Context: an optimization exercise on an open-source flow, tuned for small area, a short achievable clock period and few clock cycles. The choices shown serve that exercise and are no tape-out recipe.

Setup of v12:
==> flow/design.v <==
`default_nettype none
package vrt_pkg;
    localparam int CRD_W    = 16;
    localparam int IDX_W    = 8;
    localparam int T_W      = 32;
    localparam int VS_W     = 5;
    localparam int NUM_AXES = 3;
    localparam logic [T_W-1:0] T_SAT = '1;
    typedef enum logic [1:0] {
        ST_IDLE,
        ST_DIV_LOAD,
        ST_DIV_WAIT,
        ST_EMIT
    } vrt_state_t;
    typedef enum logic [1:0] {
        OP_IDX_S,
        OP_IDX_E,
        OP_TNEXT,
        OP_TSTEP
    } div_op_t;
    typedef struct packed {
        logic       capture;
        logic       div_start;
        logic       div_store;
        logic       emit;
        div_op_t    op;
        logic [1:0] axis;
    } vrt_cmd_t;
    typedef struct packed {
        logic                div_done;
        logic [NUM_AXES-1:0] flat;
        logic                last_now;
    } vrt_status_t;
endpackage
`default_nettype wire
`default_nettype none
module voxel_ray_traversal_unit (
    input  wire logic        clk,
    input  wire logic        rst_n,
    input  wire logic        start,
    output logic             busy,
    input  wire logic        voxel_size_we,
    input  wire logic [4:0]  voxel_size,
    input  wire logic [15:0] start_x,
    input  wire logic [15:0] start_y,
    input  wire logic [15:0] start_z,
    input  wire logic [15:0] end_x,
    input  wire logic [15:0] end_y,
    input  wire logic [15:0] end_z,
    output logic             voxel_valid,
    output logic [7:0]       voxel_x,
    output logic [7:0]       voxel_y,
    output logic [7:0]       voxel_z,
    output logic             last_voxel_flag,
    output logic             truncated
);
    function automatic logic [16:0] rstep(input logic [16:0] x, input logic [15:0] dx,
                                          input logic cin);
        logic [17:0] m;
        m = {1'b0, x} + {2'b11, dx} + {17'd0, cin};
        rstep = m[17] ? {1'b0, x[15:0]} : {1'b1, m[15:0]};
    endfunction
    function automatic logic [5:0] istep(input logic [4:0] r, input logic b,
                                         input logic [4:0] v);
        logic [6:0] m;
        m = {1'b0, r, b} - {2'b00, v};
        istep = m[6] ? {1'b0, r[3:0], b} : {1'b1, m[4:0]};
    endfunction
    logic [4:0]  v;             
    logic        fe_idx, fe_rdy;
    logic [2:0]  fcnt;
    logic [7:0]  ncur  [3];     
    logic [7:0]  nendv [3];     
    logic [7:0]  nslo  [3];     
    logic [15:0] ndx   [3];     
    logic [2:0]  ndcin;
    logic [2:0]  nneg;
    logic [4:0]  ri_s  [3];
    logic [4:0]  ri_e  [3];
    logic        be_div, be_emit;
    logic [4:0]  bcnt;
    logic [15:0] dx    [3];
    logic [2:0]  dcin;
    logic [15:0] rn    [3];
    logic [15:0] rs    [3];
    logic [7:0]  slo   [3];
    logic [2:0]  sat_n;
    logic [2:0]  sat_s;
    logic [7:0]  cur   [3];
    logic [7:0]  endv  [3];
    logic [2:0]  neg;
    logic [31:0] tn    [3];
    logic [31:0] ts    [3];
    logic [2:0]  ovf;
    logic        valid_r, last_r, trunc_r, first;
    logic [5:0]  count;
    logic [15:0] s_in [3];
    logic [15:0] e_in [3];
    logic        done, be_free, xfer, cap;
    assign s_in[0] = start_x;
    assign s_in[1] = start_y;
    assign s_in[2] = start_z;
    assign e_in[0] = end_x;
    assign e_in[1] = end_y;
    assign e_in[2] = end_z;
    assign done    = valid_r && last_r;
    assign be_free = !(be_div || be_emit) || done;
    assign xfer    = fe_rdy && be_free;
    assign busy    = fe_idx || fe_rdy;
    assign cap     = !busy;       
    logic [15:0] rn_nx  [3];
    logic [15:0] rs_nx  [3];
    logic        qn     [3];
    logic        qs     [3];
    logic [4:0]  ris_nx [3];
    logic [4:0]  rie_nx [3];
    logic        qis    [3];
    logic        qie    [3];
    always_comb begin
        for (int a = 0; a < 3; a++) begin
            logic [16:0] st;
            logic [5:0]  is;
            st = rstep({rn[a], slo[a][7]}, dx[a], dcin[a]);
            qn[a]    = st[16];
            rn_nx[a] = st[15:0];
            st = rstep({rs[a], 1'b0}, dx[a], dcin[a]);
            qs[a]    = st[16];
            rs_nx[a] = st[15:0];
            is = istep(ri_s[a], ncur[a][7], v);
            qis[a]    = is[5];
            ris_nx[a] = is[4:0];
            is = istep(ri_e[a], nendv[a][7], v);
            qie[a]    = is[5];
            rie_nx[a] = is[4:0];
        end
    end
    logic [5:0]  hi  [3];
    logic [7:0]  lo  [3];
    logic [2:0]  satn_c, sats_c;
    logic        n_at_end;
    always_comb begin
        for (int a = 0; a < 3; a++) begin
            logic [16:0] sn, ss;
            if (nneg[a]) begin
                hi[a] = {1'b0, v} + {1'b0, ri_s[a]};
                lo[a] = nslo[a];
            end else begin
                hi[a] = {1'b0, v} - {1'b0, ri_s[a]} - {5'd0, (nslo[a] != 8'd0)};
                lo[a] = 8'd0 - nslo[a];
            end
            sn = {11'd0, hi[a]} + {1'b1, ndx[a]} + {16'd0, ndcin[a]};
            ss = {12'd0, v}     + {1'b1, ndx[a]} + {16'd0, ndcin[a]};
            satn_c[a] = !sn[16];
            sats_c[a] = !ss[16];
        end
        n_at_end = (ncur[0] == nendv[0]) && (ncur[1] == nendv[1]) && (ncur[2] == nendv[2]);
    end
    logic [2:0]  pre_ax;
    logic        pre;
    logic [2:0]  allone;
    logic        lt01, lt02, lt12;
    logic [2:0]  axm;           
    logic [2:0]  stepm;         
    logic        step_en;
    logic        do_pre;
    logic [32:0] tsum [3];
    logic        at_end_nx;
    logic [2:0]  eq;
    logic [2:0]  eqs;
    always_comb begin
        for (int a = 0; a < 3; a++) begin
            pre_ax[a] = neg[a] && (cur[a] != endv[a]);
            eq[a]     = (cur[a] == endv[a]);
            eqs[a]    = neg[a] ? (cur[a] == endv[a] + 8'd1) : (cur[a] + 8'd1 == endv[a]);
            allone[a] = &tn[a];
            tsum[a]   = {1'b0, tn[a]} + {1'b0, ts[a]};
        end
        pre  = |pre_ax;
        lt01 = !ovf[0] && (ovf[1] ? !allone[0] : (tn[0] < tn[1]));
        lt02 = !ovf[0] && (ovf[2] ? !allone[0] : (tn[0] < tn[2]));
        lt12 = !ovf[1] && (ovf[2] ? !allone[1] : (tn[1] < tn[2]));
        axm[0] = lt01 && lt02;
        axm[1] = !lt01 && lt12;
        axm[2] = !axm[0] && !axm[1];
        do_pre  = first && pre;
        step_en = !done && (do_pre || be_emit);
        stepm   = do_pre ? pre_ax : axm;
        at_end_nx = (stepm[0] ? eqs[0] : eq[0]) &&
                    (stepm[1] ? eqs[1] : eq[1]) &&
                    (stepm[2] ? eqs[2] : eq[2]);
    end
    always_ff @(posedge clk or negedge rst_n) begin
        if (!rst_n) begin
            fe_idx  <= 1'b0;
            fe_rdy  <= 1'b0;
            fcnt    <= '0;
            be_div  <= 1'b0;
            be_emit <= 1'b0;
            bcnt    <= '0;
            valid_r <= 1'b0;
            v       <= 5'd1;
        end else begin
            if (voxel_size_we)
                v <= (voxel_size == 5'd0) ? 5'd1 : voxel_size;
            fcnt <= fcnt + 1'b1;
            if (!busy) begin
                fe_idx <= start;
                fcnt   <= '0;
            end else if (fe_idx) begin
                if (fcnt == 3'd7) begin
                    fe_idx <= 1'b0;
                    fe_rdy <= 1'b1;
                end
            end else if (xfer) begin
                fe_rdy <= 1'b0;
            end
            bcnt <= bcnt + 1'b1;
            if (xfer) begin
                be_div  <= 1'b1;
                be_emit <= 1'b0;
                bcnt    <= '0;
                valid_r <= 1'b1;
            end else if (done) begin
                be_div  <= 1'b0;
                be_emit <= 1'b0;
                valid_r <= 1'b0;
            end else begin
                if (be_div && bcnt == 5'd31) begin
                    be_div  <= 1'b0;
                    be_emit <= 1'b1;
                end
                valid_r <= step_en;
            end
        end
    end
    always_ff @(posedge clk) begin
        if (cap) begin
            for (int a = 0; a < 3; a++) begin
                ncur[a]  <= s_in[a][15:8];
                nendv[a] <= e_in[a][15:8];
                nslo[a]  <= s_in[a][7:0];
                ndx[a]   <= e_in[a];
                ri_s[a]  <= '0;
                ri_e[a]  <= '0;
            end
        end else if (fe_idx) begin
            for (int a = 0; a < 3; a++) begin
                ncur[a]  <= {ncur[a][6:0], qis[a]};
                nendv[a] <= {nendv[a][6:0], qie[a]};
                ri_s[a]  <= ris_nx[a];
                ri_e[a]  <= rie_nx[a];
            end
            if (fcnt == 3'd0) begin
                for (int a = 0; a < 3; a++) begin
                    logic [16:0] x;
                    logic        flat;
                    x        = {1'b0, ndx[a]} + {1'b0, ~ncur[a], ~nslo[a]};
                    flat     = !x[16] && (x[15:0] == 16'hFFFF);
                    nneg[a]  <= !x[16] && !flat;
                    ndx[a]   <= x[16] ? ~x[15:0] : x[15:0];
                    ndcin[a] <= !x[16];
                end
            end
        end
        for (int a = 0; a < 3; a++) begin
            rn[a]  <= xfer ? {10'd0, hi[a]} : rn_nx[a];
            rs[a]  <= xfer ? {11'd0, v}     : rs_nx[a];
            slo[a] <= xfer ? lo[a]          : {slo[a][6:0], 1'b0};
        end
        if (xfer) begin
            for (int a = 0; a < 3; a++) begin
                dx[a]   <= ndx[a];
                cur[a]  <= ncur[a];
                endv[a] <= nendv[a];
                ovf[a]  <= 1'b0;
            end
            dcin    <= ndcin;
            sat_n   <= satn_c;
            sat_s   <= sats_c;
            neg     <= nneg;
            last_r  <= n_at_end;
            trunc_r <= 1'b0;
            first   <= 1'b1;
            count   <= '0;
        end else begin
            if (be_div) begin
                for (int a = 0; a < 3; a++) begin
                    tn[a] <= {tn[a][30:0], qn[a] | sat_n[a]};
                    ts[a] <= {ts[a][30:0], qs[a] | sat_s[a]};
                end
            end
            if (step_en) begin
                for (int a = 0; a < 3; a++) begin
                    if (stepm[a])
                        cur[a] <= neg[a] ? cur[a] - 8'd1 : cur[a] + 8'd1;
                    if (!do_pre && axm[a]) begin
                        tn[a]  <= tsum[a][31:0];
                        ovf[a] <= ovf[a] | tsum[a][32];
                    end
                end
                first   <= 1'b0;
                count   <= count + 1'b1;
                last_r  <= at_end_nx || (count == 6'd62);
                trunc_r <= !at_end_nx && (count == 6'd62);
            end
        end
    end
    assign voxel_valid     = valid_r;
    assign voxel_x         = cur[0];
    assign voxel_y         = cur[1];
    assign voxel_z         = cur[2];
    assign last_voxel_flag = last_r;
    assign truncated       = trunc_r;
endmodule
`default_nettype wire
Settings: LEC_CHECK=0, CAP_MARGIN=20, CORE_MARGIN=2, CORE_UTILIZATION=40, SETUP_SLACK_MARGIN=4.7, SLEW_MARGIN=20; clock period 8.0 ns.
run.sh (not shown) runs the stock make flow with config.mk's settings and CLKGATE_MAP_FILE= SYNTH_SCRIPT=/design/flow/synth_recipe.tcl, a recipe that flattens the netlist after the stock synthesis.
The layout from v12, despite a flow that completed every stage, fails the layout checks, with the failing checks listed as capacitance limit, slew limit.
Here is what was changed in the inputs of v8 compared with v12.
--- a/flow/design.v
+++ b/flow/design.v
@@ -65,21 +65,23 @@
         logic [6:0] m;
         m = {1'b0, r, b} - {2'b00, v};
         istep = m[6] ? {1'b0, r[3:0], b} : {1'b1, m[4:0]};
     endfunction
     logic [4:0]  v;             
     logic        fe_idx, fe_rdy;
-    logic [2:0]  fcnt;
+    logic [3:0]  fcnt;
     logic [7:0]  ncur  [3];     
     logic [7:0]  nendv [3];     
     logic [7:0]  nslo  [3];     
     logic [15:0] ndx   [3];     
     logic [2:0]  ndcin;
     logic [2:0]  nneg;
-    logic [4:0]  ri_s  [3];
+    logic [5:0]  ri_s  [3];     
     logic [4:0]  ri_e  [3];
+    logic [2:0]  nsat_n;
+    logic [2:0]  nsat_s;
     logic        be_div, be_emit;
     logic [4:0]  bcnt;
     logic [15:0] dx    [3];
     logic [2:0]  dcin;
     logic [15:0] rn    [3];
     logic [15:0] rs    [3];
@@ -123,13 +125,13 @@
             st = rstep({rn[a], slo[a][7]}, dx[a], dcin[a]);
             qn[a]    = st[16];
             rn_nx[a] = st[15:0];
             st = rstep({rs[a], 1'b0}, dx[a], dcin[a]);
             qs[a]    = st[16];
             rs_nx[a] = st[15:0];
-            is = istep(ri_s[a], ncur[a][7], v);
+            is = istep(ri_s[a][4:0], ncur[a][7], v);
             qis[a]    = is[5];
             ris_nx[a] = is[4:0];
             is = istep(ri_e[a], nendv[a][7], v);
             qie[a]    = is[5];
             rie_nx[a] = is[4:0];
         end
@@ -139,16 +141,16 @@
     logic [2:0]  satn_c, sats_c;
     logic        n_at_end;
     always_comb begin
         for (int a = 0; a < 3; a++) begin
             logic [16:0] sn, ss;
             if (nneg[a]) begin
-                hi[a] = {1'b0, v} + {1'b0, ri_s[a]};
+                hi[a] = {1'b0, v} + ri_s[a];
                 lo[a] = nslo[a];
             end else begin
-                hi[a] = {1'b0, v} - {1'b0, ri_s[a]} - {5'd0, (nslo[a] != 8'd0)};
+                hi[a] = {1'b0, v} - ri_s[a] - {5'd0, (nslo[a] != 8'd0)};
                 lo[a] = 8'd0 - nslo[a];
             end
             sn = {11'd0, hi[a]} + {1'b1, ndx[a]} + {16'd0, ndcin[a]};
             ss = {12'd0, v}     + {1'b1, ndx[a]} + {16'd0, ndcin[a]};
             satn_c[a] = !sn[16];
             sats_c[a] = !ss[16];
@@ -204,13 +206,13 @@
                 v <= (voxel_size == 5'd0) ? 5'd1 : voxel_size;
             fcnt <= fcnt + 1'b1;
             if (!busy) begin
                 fe_idx <= start;
                 fcnt   <= '0;
             end else if (fe_idx) begin
-                if (fcnt == 3'd7) begin
+                if (fcnt == 4'd8) begin
                     fe_idx <= 1'b0;
                     fe_rdy <= 1'b1;
                 end
             end else if (xfer) begin
                 fe_rdy <= 1'b0;
             end
@@ -240,46 +242,53 @@
                 nendv[a] <= e_in[a][15:8];
                 nslo[a]  <= s_in[a][7:0];
                 ndx[a]   <= e_in[a];
                 ri_s[a]  <= '0;
                 ri_e[a]  <= '0;
             end
+        end else if (fe_idx && fcnt == 4'd8) begin
+            for (int a = 0; a < 3; a++) begin
+                ri_s[a] <= hi[a];
+                nslo[a] <= lo[a];
+            end
+            nsat_n <= satn_c;
+            nsat_s <= sats_c;
         end else if (fe_idx) begin
             for (int a = 0; a < 3; a++) begin
                 ncur[a]  <= {ncur[a][6:0], qis[a]};
                 nendv[a] <= {nendv[a][6:0], qie[a]};
-                ri_s[a]  <= ris_nx[a];
+                ri_s[a]  <= {1'b0, ris_nx[a]};
                 ri_e[a]  <= rie_nx[a];
             end
-            if (fcnt == 3'd0) begin
+            if (fcnt == 4'd0) begin
                 for (int a = 0; a < 3; a++) begin
                     logic [16:0] x;
                     logic        flat;
                     x        = {1'b0, ndx[a]} + {1'b0, ~ncur[a], ~nslo[a]};
                     flat     = !x[16] && (x[15:0] == 16'hFFFF);
                     nneg[a]  <= !x[16] && !flat;
                     ndx[a]   <= x[16] ? ~x[15:0] : x[15:0];
                     ndcin[a] <= !x[16];
                 end
             end
         end
         for (int a = 0; a < 3; a++) begin
-            rn[a]  <= xfer ? {10'd0, hi[a]} : rn_nx[a];
-            rs[a]  <= xfer ? {11'd0, v}     : rs_nx[a];
-            slo[a] <= xfer ? lo[a]          : {slo[a][6:0], 1'b0};
+            rn[a]  <= xfer ? {10'd0, ri_s[a]} : rn_nx[a];
+            rs[a]  <= xfer ? {11'd0, v}      : rs_nx[a];
+            slo[a] <= xfer ? nslo[a]         : {slo[a][6:0], 1'b0};
         end
         if (xfer) begin
             for (int a = 0; a < 3; a++) begin
                 dx[a]   <= ndx[a];
                 cur[a]  <= ncur[a];
                 endv[a] <= nendv[a];
                 ovf[a]  <= 1'b0;
             end
             dcin    <= ndcin;
-            sat_n   <= satn_c;
-            sat_s   <= sats_c;
+            sat_n   <= nsat_n;
+            sat_s   <= nsat_s;
             neg     <= nneg;
             last_r  <= n_at_end;
             trunc_r <= 1'b0;
             first   <= 1'b1;
             count   <= '0;
         end else begin
--- outcome ---
When v8 is measured against v12, its growth of design area from synthesis to finish turns out 0.72 points lower.
Final worst-path cycle share in v8 is 3.9 points higher than in v12
Non-filler instance count after layout went up by a few percent going from v12 to v8.
Accumulated negative setup slack: v12 vs v8 identical
Relative to v12, v8 degrades worst hold slack.
In the flow results for v12 and v8, the count of clock-buffer cells in the layout is larger on v8.
v8 finished every step from synthesis to the final layout, and the layout passed the timing, DRC and antenna checks.
v12 has higher maximum operating frequency than v8.
Inserted tap cell count delta for v8 relative to v12: 11 higher
Between v12 and v8, post-detailed-routing wire length increased.
No run of this note included a check of the RTL's function; only the layout flow was run.

static timing again, ports no longer ideal:
No port has a modelled driver above. Below, the same layouts with a new extraction and two added sets of constraints. Step 1 (the two cells are an assumption about what drives the block):
set clk [get_ports {clk}]
set_driving_cell -lib_cell sky130_fd_sc_hd__clkbuf_16 $clk
set_driving_cell -lib_cell sky130_fd_sc_hd__buf_2 [delete_from_list [all_inputs] $clk]
Step 2 moves the port delays by t, midway between the first and last clock arrival at a register: inputs arrive t later, outputs are due t later. That takes back most of the time a late clock gives input paths. Three values: no drivers, after step 1, after step 2; two values: the first two.
run | t (ns) | setup WS [ns] | worst setup path at the end
v12 | 0.704 | 4.535 / 4.535 / 4.535 | register to register
v8 | 0.715 | 4.226 / 4.226 / 4.226 | register to register
